Source: an optimization exercise on an open RTL-to-GDS flow (aim: small area and a short achievable clock period). Production flows keep margins and buffers that such runs may drop. The RTL was checked by simulation tests, not by an equivalence proof against the original design. Power and IR drop assume default switching activity.

[flow/design.v]
`timescale 1ns/1ps
module reg_file (
    input  logic        in_clk,
    input  logic        in_rst,
    input  logic [4:0]  rs_addr,
    input  logic [4:0]  rt_addr,
    output logic [31:0] rs_data,
    output logic [31:0] rt_data,
    input  logic        wr_valid,
    input  logic [4:0]  wr_addr,
    input  logic [31:0] wr_data
);
    localparam int reg_count = 32;
    logic [31:0] regs [1:reg_count-1];
    always_ff @(posedge in_clk or posedge in_rst)
    begin
        if (in_rst)
        begin
            for (int i = 1; i < reg_count; i++)
            begin
                regs[i] <= '0;
            end
        end
        else if (wr_valid && (wr_addr != '0))
        begin
            regs[wr_addr] <= wr_data;
        end
    end
    assign rs_data = (rs_addr == '0) ? '0 : regs[rs_addr];
    assign rt_data = (rt_addr == '0) ? '0 : regs[rt_addr];
endmodule
`timescale 1ns/1ps
module forward_unit (
    input  logic [4:0]  src,
    input  logic [31:0] rf_data,
    input  logic        ex_valid,
    input  logic [4:0]  ex_addr,
    input  logic [31:0] ex_data,
    input  logic        wb_valid,
    input  logic [4:0]  wb_addr,
    input  logic [31:0] wb_data,
    output logic [31:0] data
);
    logic ex_hit;
    logic wb_hit;
    assign ex_hit = ex_valid && (ex_addr == src);
    assign wb_hit = wb_valid && (wb_addr == src);
    always_comb
    begin
        if (ex_hit)
        begin
            data = ex_data;
        end
        else if (wb_hit)
        begin
            data = wb_data;
        end
        else
        begin
            data = rf_data;
        end
    end
endmodule
`timescale 1ns/1ps
module decode_stage (
    input  logic              in_clk,
    input  logic              in_rst,
    input  logic              instr_valid,
    input  logic [31:0]       instr,
    input  logic              ex_valid,
    input  logic [4:0]        ex_addr,
    input  logic [31:0]       ex_data,
    input  logic              wb_valid,
    input  logic [4:0]        wb_addr,
    input  logic [31:0]       wb_data,
    output logic              exe_valid,
    output logic [3:0]        exe_alu_op,
    output logic [31:0]       exe_op_a,
    output logic [31:0]       exe_op_b,
    output logic [4:0]        exe_dest
);
    localparam int lui_shift = 16;
    localparam logic [5:0] op_rtype = 6'h00;
    localparam logic [5:0] op_addiu = 6'h09;
    localparam logic [5:0] op_slti  = 6'h0a;
    localparam logic [5:0] op_andi  = 6'h0c;
    localparam logic [5:0] op_ori   = 6'h0d;
    localparam logic [5:0] op_xori  = 6'h0e;
    localparam logic [5:0] op_lui   = 6'h0f;
    localparam logic [5:0] fn_sll  = 6'h00;
    localparam logic [5:0] fn_srl  = 6'h02;
    localparam logic [5:0] fn_sra  = 6'h03;
    localparam logic [5:0] fn_addu = 6'h21;
    localparam logic [5:0] fn_subu = 6'h23;
    localparam logic [5:0] fn_and  = 6'h24;
    localparam logic [5:0] fn_or   = 6'h25;
    localparam logic [5:0] fn_xor  = 6'h26;
    localparam logic [5:0] fn_nor  = 6'h27;
    localparam logic [5:0] fn_slt  = 6'h2a;
    localparam logic [5:0] fn_sltu = 6'h2b;
    localparam logic [3:0] alu_add  = 4'd0;
    localparam logic [3:0] alu_sub  = 4'd1;
    localparam logic [3:0] alu_and  = 4'd2;
    localparam logic [3:0] alu_or   = 4'd3;
    localparam logic [3:0] alu_xor  = 4'd4;
    localparam logic [3:0] alu_nor  = 4'd5;
    localparam logic [3:0] alu_slt  = 4'd6;
    localparam logic [3:0] alu_sltu = 4'd7;
    localparam logic [3:0] alu_sll  = 4'd8;
    localparam logic [3:0] alu_srl  = 4'd9;
    localparam logic [3:0] alu_sra  = 4'd10;
    logic        fd_valid;
    logic [31:0] fd_instr;
    logic [5:0]  opcode;
    logic [5:0]  funct;
    logic [4:0]  shamt;
    logic [15:0] imm;
    logic [4:0]  rs;
    logic [4:0]  rt;
    logic [4:0]  rd;
    logic [4:0]  dest;
    logic [3:0] alu_op;
    logic    known;
    logic    use_imm;
    logic    use_shamt;
    logic    use_lui;
    logic    sign_ext;
    logic    wr_valid;
    logic [31:0] rs_rf;
    logic [31:0] rt_rf;
    logic [31:0] rs_fwd;
    logic [31:0] rt_fwd;
    logic [31:0] imm_ext;
    logic [31:0] op_a;
    logic [31:0] op_b;
    always_ff @(posedge in_clk or posedge in_rst)
    begin
        if (in_rst)
        begin
            fd_valid <= 1'b0;
        end
        else
        begin
            fd_valid <= instr_valid;
        end
    end
    always_ff @(posedge in_clk)
    begin
        fd_instr <= instr;
    end
    assign opcode = fd_instr[31:26];
    assign funct  = fd_instr[5:0];
    assign shamt  = fd_instr[10:6];
    assign imm    = fd_instr[15:0];
    assign rs     = fd_instr[25:21];
    assign rt     = fd_instr[20:16];
    assign rd     = fd_instr[15:11];
    always_comb
    begin
        alu_op    = alu_add;
        known     = 1'b1;
        use_imm   = 1'b1;
        use_shamt = 1'b0;
        use_lui   = 1'b0;
        sign_ext  = 1'b1;
        dest      = rt;
        case (opcode)
            op_rtype:
            begin
                use_imm = 1'b0;
                dest    = rd;
                case (funct)
                    fn_addu: alu_op = alu_add;
                    fn_subu: alu_op = alu_sub;
                    fn_and:  alu_op = alu_and;
                    fn_or:   alu_op = alu_or;
                    fn_xor:  alu_op = alu_xor;
                    fn_nor:  alu_op = alu_nor;
                    fn_slt:  alu_op = alu_slt;
                    fn_sltu: alu_op = alu_sltu;
                    fn_sll:
                    begin
                        alu_op    = alu_sll;
                        use_shamt = 1'b1;
                    end
                    fn_srl:
                    begin
                        alu_op    = alu_srl;
                        use_shamt = 1'b1;
                    end
                    fn_sra:
                    begin
                        alu_op    = alu_sra;
                        use_shamt = 1'b1;
                    end
                    default: known = 1'b0;
                endcase
            end
            op_addiu: alu_op = alu_add;
            op_slti:  alu_op = alu_slt;
            op_andi:
            begin
                alu_op   = alu_and;
                sign_ext = 1'b0;
            end
            op_ori:
            begin
                alu_op   = alu_or;
                sign_ext = 1'b0;
            end
            op_xori:
            begin
                alu_op   = alu_xor;
                sign_ext = 1'b0;
            end
            op_lui:
            begin
                alu_op  = alu_sll;
                use_lui = 1'b1;
            end
            default: known = 1'b0;
        endcase
    end
    assign wr_valid = fd_valid && known && (dest != '0);
    assign imm_ext = sign_ext ? {{16{imm[15]}}, imm} : {16'b0, imm};
    reg_file u_reg_file (
        .in_clk  (in_clk),
        .in_rst  (in_rst),
        .rs_addr (rs),
        .rt_addr (rt),
        .rs_data (rs_rf),
        .rt_data (rt_rf),
        .wr_valid (wb_valid),
        .wr_addr  (wb_addr),
        .wr_data  (wb_data)
    );
    forward_unit u_fwd_rs (
        .src       (rs),
        .rf_data   (rs_rf),
        .ex_valid  (ex_valid),
        .ex_addr   (ex_addr),
        .ex_data   (ex_data),
        .wb_valid  (wb_valid),
        .wb_addr   (wb_addr),
        .wb_data   (wb_data),
        .data      (rs_fwd)
    );
    forward_unit u_fwd_rt (
        .src       (rt),
        .rf_data   (rt_rf),
        .ex_valid  (ex_valid),
        .ex_addr   (ex_addr),
        .ex_data   (ex_data),
        .wb_valid  (wb_valid),
        .wb_addr   (wb_addr),
        .wb_data   (wb_data),
        .data      (rt_fwd)
    );
    always_comb
    begin
        if (use_lui)
        begin
            op_a = 32'(lui_shift);
        end
        else if (use_shamt)
        begin
            op_a = 32'(shamt);
        end
        else
        begin
            op_a = rs_fwd;
        end
    end
    assign op_b = use_imm ? imm_ext : rt_fwd;
    always_ff @(posedge in_clk or posedge in_rst)
    begin
        if (in_rst)
        begin
            exe_valid <= 1'b0;
        end
        else
        begin
            exe_valid <= wr_valid;
        end
    end
    always_ff @(posedge in_clk)
    begin
        exe_alu_op <= alu_op;
        exe_op_a   <= op_a;
        exe_op_b   <= op_b;
        exe_dest   <= dest;
    end
endmodule
`timescale 1ns/1ps
module execute_stage (
    input  logic        in_clk,
    input  logic        in_rst,
    input  logic        exe_valid,
    input  logic [3:0]  exe_alu_op,
    input  logic [31:0] exe_op_a,
    input  logic [31:0] exe_op_b,
    input  logic [4:0]  exe_dest,
    output logic        ex_valid,
    output logic [4:0]  ex_addr,
    output logic [31:0] ex_data,
    output logic        wb_valid,
    output logic [4:0]  wb_addr,
    output logic [31:0] wb_data
);
    localparam logic [3:0] alu_add  = 4'd0;
    localparam logic [3:0] alu_sub  = 4'd1;
    localparam logic [3:0] alu_and  = 4'd2;
    localparam logic [3:0] alu_or   = 4'd3;
    localparam logic [3:0] alu_xor  = 4'd4;
    localparam logic [3:0] alu_nor  = 4'd5;
    localparam logic [3:0] alu_slt  = 4'd6;
    localparam logic [3:0] alu_sltu = 4'd7;
    localparam logic [3:0] alu_sll  = 4'd8;
    localparam logic [3:0] alu_srl  = 4'd9;
    localparam logic [3:0] alu_sra  = 4'd10;
    logic [31:0] alu_y;
    logic [4:0]  sh;
    logic        wb_valid_q;
    logic [4:0]  wb_addr_q;
    logic [31:0] wb_data_q;
    assign sh = exe_op_a[4:0];
    always_comb
    begin
        case (exe_alu_op)
            alu_add:  alu_y = exe_op_a + exe_op_b;
            alu_sub:  alu_y = exe_op_a - exe_op_b;
            alu_and:  alu_y = exe_op_a & exe_op_b;
            alu_or:   alu_y = exe_op_a | exe_op_b;
            alu_xor:  alu_y = exe_op_a ^ exe_op_b;
            alu_nor:  alu_y = ~(exe_op_a | exe_op_b);
            alu_slt:  alu_y = ($signed(exe_op_a) < $signed(exe_op_b)) ? 32'd1 : 32'd0;
            alu_sltu: alu_y = (exe_op_a < exe_op_b) ? 32'd1 : 32'd0;
            alu_sll:  alu_y = exe_op_b << sh;
            alu_srl:  alu_y = exe_op_b >> sh;
            alu_sra:  alu_y = $signed(exe_op_b) >>> sh;
            default:  alu_y = '0;
        endcase
    end
    assign ex_valid = exe_valid;
    assign ex_addr  = exe_dest;
    assign ex_data  = alu_y;
    always_ff @(posedge in_clk or posedge in_rst)
    begin
        if (in_rst)
        begin
            wb_valid_q <= 1'b0;
        end
        else
        begin
            wb_valid_q <= ex_valid;
        end
    end
    always_ff @(posedge in_clk)
    begin
        wb_addr_q <= ex_addr;
        wb_data_q <= ex_data;
    end
    assign wb_valid = wb_valid_q;
    assign wb_addr  = wb_addr_q;
    assign wb_data  = wb_data_q;
endmodule
`timescale 1ns/1ps
module cpu_top (
    input  logic        in_clk,
    input  logic        in_rst,
    input  logic        instr_valid,
    input  logic [31:0] instr,
    output logic        wb_valid,
    output logic [4:0]  wb_addr,
    output logic [31:0] wb_data
);
    logic        ex_valid;
    logic [4:0]  ex_addr;
    logic [31:0] ex_data;
    logic        wbr_valid;
    logic [4:0]  wbr_addr;
    logic [31:0] wbr_data;
    logic        exe_valid;
    logic [3:0]  exe_alu_op;
    logic [31:0] exe_op_a;
    logic [31:0] exe_op_b;
    logic [4:0]  exe_dest;
    decode_stage u_decode (
        .in_clk      (in_clk),
        .in_rst      (in_rst),
        .instr_valid (instr_valid),
        .instr       (instr),
        .ex_valid    (ex_valid),
        .ex_addr     (ex_addr),
        .ex_data     (ex_data),
        .wb_valid    (wbr_valid),
        .wb_addr     (wbr_addr),
        .wb_data     (wbr_data),
        .exe_valid   (exe_valid),
        .exe_alu_op  (exe_alu_op),
        .exe_op_a    (exe_op_a),
        .exe_op_b    (exe_op_b),
        .exe_dest    (exe_dest)
    );
    execute_stage u_execute (
        .in_clk     (in_clk),
        .in_rst     (in_rst),
        .exe_valid  (exe_valid),
        .exe_alu_op (exe_alu_op),
        .exe_op_a   (exe_op_a),
        .exe_op_b   (exe_op_b),
        .exe_dest   (exe_dest),
        .ex_valid   (ex_valid),
        .ex_addr    (ex_addr),
        .ex_data    (ex_data),
        .wb_valid   (wbr_valid),
        .wb_addr    (wbr_addr),
        .wb_data    (wbr_data)
    );
    assign wb_valid = wbr_valid;
    assign wb_addr  = wbr_addr;
    assign wb_data  = wbr_data;
endmodule
[flow/run.sh]
#!/bin/bash
# synth_recipe.tcl (not shown) runs the flow's synth.tcl, then flattens the netlist and writes it again
# the make line also repeats each setting of config.mk as NAME=value (left out here)
make -C /OpenROAD-flow-scripts/flow DESIGN_CONFIG=/design/flow/config.mk WORK_HOME=/design/flow/orfs CLKGATE_MAP_FILE= SYNTH_SCRIPT=/design/flow/synth_recipe.tcl finish
[flow/config.mk]
export PLATFORM = sky130hd
export DESIGN_NAME = cpu_top
export DESIGN_NICKNAME = cpu_top
export VERILOG_FILES = /design/flow/design.v
export SDC_FILE = /design/flow/constraint.sdc
export NUM_CORES = 4
export LEC_CHECK = 0
export CAP_MARGIN = 20
export CORE_MARGIN = 2
export CORE_UTILIZATION = 30
export PLACE_DENSITY = 0.5
export SLEW_MARGIN = 20
[flow/constraint.sdc]
create_clock -name core_clock -period 6.0 [get_ports {in_clk}]
set_input_delay 1.2000 -clock core_clock [delete_from_list [all_inputs] [get_ports {in_clk}]]
set_output_delay 1.2000 -clock core_clock [all_outputs]
set_load 0.01 [all_outputs]
==> results.txt <==
[stage by stage]
step	area [um^2]	setup WS, ns	power, mW
after floorplan	62700	-8.91	9.84
after global placement	67700	1.30	11.0
after detailed placement	67800	1.24	11.0
after CTS	72400	1.21	19.6
after global routing	72400	0.926	20.2
final	72400	1.00	19.7
[cell usage after synthesis (all sizes together) (92+ instances only)]
| master | instances | area share |
|---|---|---|
| mux2 | 1010 | 0.18 |
| dfrtp | 995 | 0.40 |
| a22oi | 832 | 0.10 |
| clkbuf | 472 | 0.029 |
| nand2 | 385 | 0.023 |
| a21oi | 289 | 0.023 |
| nor2 | 275 | 0.017 |
| o21ai | 188 | 0.015 |
| dfxtp | 142 | 0.045 |
| inv | 122 | 0.0073 |
| nor3 | 117 | 0.0094 |
| nand4 | 116 | 0.012 |
| nand3 | 104 | 0.0083 |
| ha | 103 | 0.021 |
| buf | 92 | 0.0063 |
[final timing paths]
| path | start | endpoint | slack (ns) | depth (start not counted) |
|---|---|---|---|---|
| setup / recovery | u_decode.fd_instr[25] | u_decode.exe_op_a[17] | 1.00 | 9 |
| hold / removal | u_decode.exe_dest[2] | u_execute.wb_addr_q[2] | 0.40 | 0 |
| setup reg to reg | u_decode.fd_instr[25] | u_decode.exe_op_a[17] | 1.00 | 9 |
| hold reg to reg | u_decode.exe_dest[2] | u_execute.wb_addr_q[2] | 0.40 | 0 |
| max in group asynchronous | in_rst | u_decode.u_reg_file.regs[1][14] | 3.77 | 4 |
| min in group asynchronous | in_rst | u_decode.u_reg_file.regs[11][21] | 0.75 | 2 |
[power groups by stage]
stage / clock network, mW / logic (mW) / registers (mW)
final: 8.70 / 2.43 / 8.56
after global routing: 9.06 / 2.53 / 8.58
after CTS: 8.74 / 2.34 / 8.52
after detailed placement: 0 / 2.33 / 8.66
after global placement: 0 / 2.32 / 8.65
after floorplan: 0 / 1.36 / 8.48
[layout make-up]
class / instances / area share
antenna: 11 / 0.000380
clock buffer: 184 / 0.0522
clock inverter: 54 / 0.0115
inverter: 125 / 0.00653
multi-input combinational: 4148 / 0.455
sequential: 1137 / 0.383
tap: 2788 / 0.0482
timing repair buffer: 329 / 0.0427
[cell families after synthesis]
group                    Yosys count  synth area share
flip-flops                      1137             0.443
multiplexers                    1096             0.204
XOR/XNOR                          29           0.00405
adder cells (fa/ha/maj)          105            0.0212
buffers and inverters            689            0.0427
AND/OR/NAND/NOR                 1156            0.0864
AO/OA/AOI/OAI                   1762             0.200
[routing by layer]
metal  vias up  share of wire  global-route usage
li1      22545              -                   -
met1     29824           0.38               0.407
met2      5139           0.41               0.446
met3      1420           0.14               0.118
met4        18          0.073               0.184
met5         -        0.00082             0.00528
[flip-flops by register name (all words and copies together), names as in the netlist]
name,flops
u_decode.exe_op_a,32
u_decode.exe_op_b,32
u_execute.wb_data_q,32
u_execute.wb_valid_q,1
u_decode.exe_dest,5
u_decode.fd_instr,32
u_execute.wb_addr_q,5
u_decode.exe_alu_op,4
u_decode.exe_valid,1
u_decode.u_reg_file.regs,992
u_decode.fd_valid,1
==> flow_summary_export.csv <==
group,metric,value,unit
setup_path,cp_max_fo,15,
cts,post_cts_buffers,0,
die,initial_core_util,0.302,
power_and_ir_drop,p_sw,5.93,mW
setup_path,crit_path_top_delay_cell,"nor2_4",
cts,clock_latency,0.85,ns
die,fp.dieW,461,um
timing,hold_slack,0.401,ns
setup_path,endpoint_kind,"flop",
global_route,grt-ovfl-total,0,
setup_path,worstPathRequired,6.70,ns
detailed_routing,routed_wl,345000,um
logic_synthesis,netlist_instances,5974,
global_route,grt_pass1_vias,55630,
setup_path,path_common_cell,"a211oi_1",
timing,drv_slew,0,
global_route,grt_usage,0.315,
final_layout,area_delta_synth_final,15.5,%
final_layout,nets,6014,
cts,clkSlewWorstSetupHoldPaths,0.06,ns
cts,cts_resized,0,
timing,max_freq,200,MHz
detailed_routing,initialDrtViolationCount,11308,
detailed_routing,vias_per_cell,6.72,
logic_synthesis,ys.warnings.count,5,
logic_synthesis,synth-seq-cells,1137,
setup_path,cp.arrival,5.70,ns
cts,numCtsBuffers,133,
timing,fin_crit_sh,0.833,
cts,root_buffer,"clkbuf_16",
final_layout,post-route-util,0.349,
detailed_routing,first_pass_iters,11,
final_layout,multi_input_area,0.0330,mm^2
place,gp_congestion,1.01,
global_route,antenna_found_initial,16,
final_layout,layout.area.seq,0.0278,mm^2
final_layout,finalNonFillerCells,8776,
timing,rsz0062_at_grt,"no",
power_and_ir_drop,power_density,272,mW/mm^2
timing,finalSetupViolations,0,
place,dpl.cell_count,8527,
final_layout,drive_above_1_share,0.280,
cts,hold_buffers,0,
detailed_routing,ant_nets,0,
power_and_ir_drop,switching_share,0.301,
die,core-area,0.207,mm^2
power_and_ir_drop,p_int,13.8,mW
global_route,grt_pass1_wl,470000,um
timing,worst_slew_pin_slew,1.30,ns
place,dp_hpwl,216000,um
setup_path,crit_path_max_incr_delay,1.03,ns
setup_path,cp_top_family,"simple AND/OR/NAND/NOR gates",
timing,finalSetupTns,0,ns
final_layout,layout_common_cells,"mux2_2, dfrtp_1, a22oi_1",
die,ios,73,
power_and_ir_drop,pwr-share-clk,0.442,
global_route,grt_max_degree,119,
logic_synthesis,ys_seq_area_frac,0.443,
logic_synthesis,synth-edff-count,0,
die,die_height,461,um
timing,clock-skew-final,0.0806,ns
setup_path,critPathKind,"flop to flop",
logic_synthesis,synthFlopType,"dfrtp_1",
power_and_ir_drop,p_seq_frac,0.435,
place,io_buffer_count,72,
cts,cts_tree,"built",
run_status,status,"timing/DRC/antenna clean",
logic_synthesis,async_flop_share,0.875,
logic_synthesis,syn-num-nets,6114,
cts,clockBufferDepth,3,
power_and_ir_drop,combPwrFrac,0.123,
setup_path,path_buf_inv,1,
final_layout,fillers,20618,
logic_synthesis,syn_area,0.0627,mm^2
power_and_ir_drop,vdd_drop_max,304,uV
final_layout,layout_commonest_cell,"mux2_2",
flow_run,cap_viol_max_count,0,
timing,relSlewSlack,0.125,
timing,finalCriticalPeriod,5.00,ns
setup_path,cp-start-kind,"flop",
cts,htreeDepth,4,
detailed_routing,num_vias,58946,
detailed_routing,drc,0,
logic_synthesis,ys_types,101,
cts,cts.sinks,1137,
setup_path,path_cells,"nand2b_1 -> nor2_4 -> buf_4 -> a22oi_1 -> nand4_1 -> nor3_1 -> a211oi_1 -> a211oi_1 -> a211oi_1",
hold_path,min_path_type,"flop to flop",
timing,finalHoldViolations,0,
power_and_ir_drop,p_leak,32.1,nW
detailed_routing,avgRoutedWirePerCell,39.3,um
logic_synthesis,syn_avg_cell_area,10.5,um^2
die,dieArea,0.213,mm^2
die,num_rows,167,

## afterwards: timing with drivers on the ports
How much do the figures lean on ideal ports? The routed layout below was timed once more, with nothing changed but the port constraints. Step 1 assumes that a clkbuf_16 drives the clock port and a buf_2 every other input. Step 2 moves the port delays by t, midway between the first and last clock arrival at a register: inputs arrive t later, outputs are due t later. That takes back most of the time a late clock gives input paths. Slacks: ideal / step 1 / step 2; pairs: ideal / step 1.
shift t [ns]: 0.910
slack for setup (ns): 1.003 / 1.003 / 1.003
hold slack, ns: 0.401 / 0.401 / 0.401
After both steps this run still meets setup and hold. The setup slack of this run moves by 0.000 ns with the drivers and by 0.000 ns with both steps.
